Context: an optimization exercise on an open-source flow, tuned for small area. The choices shown serve that exercise and are no tape-out recipe.
Only simulation tests tie the RTL to the original design; equivalence was not proved.

Design m24aa01_eeprom, start of the top module:
module m24aa01_eeprom (
  input  logic clock,
  input  logic rst_n,
  input  logic a0,
  input  logic a1,
  input  logic a2,
  input  logic wp,
  input  logic scl_i,
  input  logic sda_i,
  output logic sda_oe,
  output logic busy
);
For scale: ~1,900 cells after synthesis, about 1,200 flip-flops, about 10 I/O pins, ~28,000 um^2 of cells after synthesis.
Settings: LEC_CHECK=0, CAP_MARGIN=20, CORE_MARGIN=2, CORE_UTILIZATION=70, CTS_BUF_LIST=sky130_fd_sc_hd__clkbuf_16, CTS_CLUSTER_DIAMETER=80, CTS_CLUSTER_SIZE=32, PLACE_DENSITY=0.8, SLEW_MARGIN=20; clock period 6.0 ns.
run.sh (not shown) runs the stock make flow with config.mk's settings and CLKGATE_MAP_FILE= SYNTH_SCRIPT=/design/flow/synth_recipe.tcl, a recipe that flattens the netlist after the stock synthesis.
The starting point ran to the end with no violations.
Rerun with:
--- a/flow/design.v
+++ b/flow/design.v
@@ -58,38 +58,38 @@
   logic [3:0]          bit_cnt_q;
   logic [7:0]          shift_q;
   logic                rw_q;
   logic                master_ack_q;
   logic [AW-1:0]       pointer_q;
   logic                sda_oe_q;
   logic [PAGE_SIZE-1:0] valid_q;
-  logic [7:0]          page_buf_q [PAGE_SIZE];
+  logic [PAGE_SIZE-1:0][7:0] page_buf_q;
   logic                busy_q;
   logic [CW-1:0]       busy_cnt_q;
   logic [7:0]          mem_rd;
   logic [AW-1:0]       ptr_inc;
   logic [OFFW-1:0]     ptr_off;
   logic [OFFW-1:0]     ptr_off_inc;
   logic                byte_done;
   logic                commit_d;
   logic [15:0][7:0]    ring_q [PAGE_SIZE];
   logic [3:0]          phase_q;      
   logic                init_q;       
   logic                wr_act_q;     
   logic                wr_hit;
-  logic [7:0]          rd_a_q;       
   logic                a_ok_q;       
   logic                ahead_q;      
+  logic                fetch_cap;
   logic                rd_load;
   logic [AW-1:0]       fetch_addr;
   logic                fetch_hit;
   logic [7:0]          fetch_data;
   logic                ptr_load;
   logic                ptr_step;
-  assign mem_rd      = rd_a_q;
+  assign mem_rd      = page_buf_q[0];
   assign ptr_inc     = pointer_q + AW'(1);
   assign ptr_off     = pointer_q[OFFW-1:0];
   assign ptr_off_inc = ptr_off + OFFW'(1);
   assign byte_done   = scl_fall && (bit_cnt_q == 4'd8);
   assign commit_d = stop_det && (state_q == S_WR_DATA) && (bit_cnt_q <= 4'd1)
                     && (|valid_q) && !wp;
   assign rd_load  = !start_det && !stop_det && scl_fall &&
@@ -240,17 +240,23 @@
             shift_q <= mem_rd;
           end
         end
         default: ;
       endcase
     end
   end
-  always_ff @(posedge clock) begin
-    if (!start_det && !stop_det && (state_q == S_WR_DATA) && !scl_rise && byte_done) begin
-      page_buf_q[ptr_off] <= shift_q;
+  logic pb_write;
+  assign pb_write = !start_det && !stop_det && (state_q == S_WR_DATA) && !scl_rise && byte_done;
+  for (genvar r = 0; r < PAGE_SIZE; r++) begin : g_pb
+    always_ff @(posedge clock) begin
+      if (pb_write && (ptr_off == OFFW'(r))) begin
+        page_buf_q[r] <= shift_q;
+      end else if ((r == 0) && fetch_cap) begin
+        page_buf_q[r] <= fetch_data;
+      end
     end
   end
   always_ff @(posedge clock or negedge rst_n) begin
     if (!rst_n) begin
       phase_q  <= '0;
       init_q   <= 1'b1;
       wr_act_q <= 1'b0;
@@ -268,30 +274,39 @@
                  (wr_hit && valid_q[r]) ? page_buf_q[r] : ring_q[r][0];
     always_ff @(posedge clock) begin
       ring_q[r] <= {ins, ring_q[r][15:1]};
     end
   end
   assign fetch_addr = ahead_q ? ptr_inc : pointer_q;
   assign fetch_hit  = !init_q && (phase_q == fetch_addr[AW-1:OFFW]);
-  assign fetch_data = ring_q[fetch_addr[OFFW-1:0]][0];
+  logic [PAGE_SIZE-1:0][7:0] taps;
+  logic [PAGE_SIZE-1:0]      fetch_oh;
+  for (genvar r = 0; r < PAGE_SIZE; r++) begin : g_tap
+    assign taps[r]     = ring_q[r][0];
+    assign fetch_oh[r] = (fetch_addr[OFFW-1:0] == OFFW'(r));
+  end
+  m24aa01_eeprom_tap_mux u_tap_mux (
+    .taps (taps),
+    .sel  (fetch_oh),
+    .data (fetch_data)
+  );
+  assign fetch_cap = fetch_hit && !a_ok_q && !(|valid_q);
   always_ff @(posedge clock or negedge rst_n) begin
     if (!rst_n) begin
-      rd_a_q  <= INIT_VALUE;
-      a_ok_q  <= 1'b1;
+      a_ok_q  <= 1'b0;
       ahead_q <= 1'b0;
     end else begin
       if (rd_load) begin
         ahead_q <= 1'b1;
       end else if (ptr_step || ((start_det || stop_det) && ahead_q)) begin
         ahead_q <= 1'b0;
       end
       if (ptr_load || wr_hit || rd_load || ((start_det || stop_det) && ahead_q)) begin
         a_ok_q <= 1'b0;
-      end else if (fetch_hit && !a_ok_q) begin
-        rd_a_q <= fetch_data;
+      end else if (fetch_cap) begin
         a_ok_q <= 1'b1;
       end
     end
   end
   localparam logic [CW-1:0] LFSR_START = 13'h1FFF;
   localparam logic [CW-1:0] LFSR_END   = 13'h193E;
   logic [CW-1:0] busy_cnt_next;
@@ -310,7 +325,17 @@
         busy_q <= 1'b0;
       end
     end
   end
   assign sda_oe = sda_oe_q;
   assign busy   = busy_q;
 endmodule
+module m24aa01_eeprom_tap_mux (
+  input  logic [7:0][7:0] taps,
+  input  logic [7:0]      sel,
+  output logic [7:0]      data
+);
+  always_comb begin
+    data = '0;
+    for (int r = 0; r < 8; r++) data |= {8{sel[r]}} & taps[r];
+  end
+endmodule
First-iteration DRC count shrinks by 17%; register-to-register slack gains 0.66 ns; critical path depth does not change; design area drops by 1.8%; via count is lower by 10%; wire length goes down by 16%; sequential share of layout area climbs by 0.74 points; clock skew came out higher by 0.019 ns.

-- re-timing with driven ports --
How much do the figures lean on ideal ports? The routed layouts below were timed once more, with nothing changed but the port constraints. Step 1 sets driving cells, clkbuf_16 on the clock port and buf_2 on the other inputs (assumed; they add their load-dependent delay and slew). Step 2 also shifts input and output timing later by t, the mid clock arrival at the registers, as if the neighbouring blocks saw the same clock. a / b / c = ideal / step 1 / step 2; a / b = the first two.
| run | t (ns) | setup slack, ns | hold slack, ns | worst setup path at the end | pins driven straight from the clock port |
|---|---|---|---|---|---|
| the first run | 0.655 | 2.242 / 2.242 / 2.242 | 0.324 / 0.324 / 0.324 | register to register | 1 |
| the second run | 0.641 | 2.906 / 2.906 / 2.906 | 0.309 / 0.309 / 0.309 | register to register | 1 |
After both steps setup and hold are still met in every run listed.
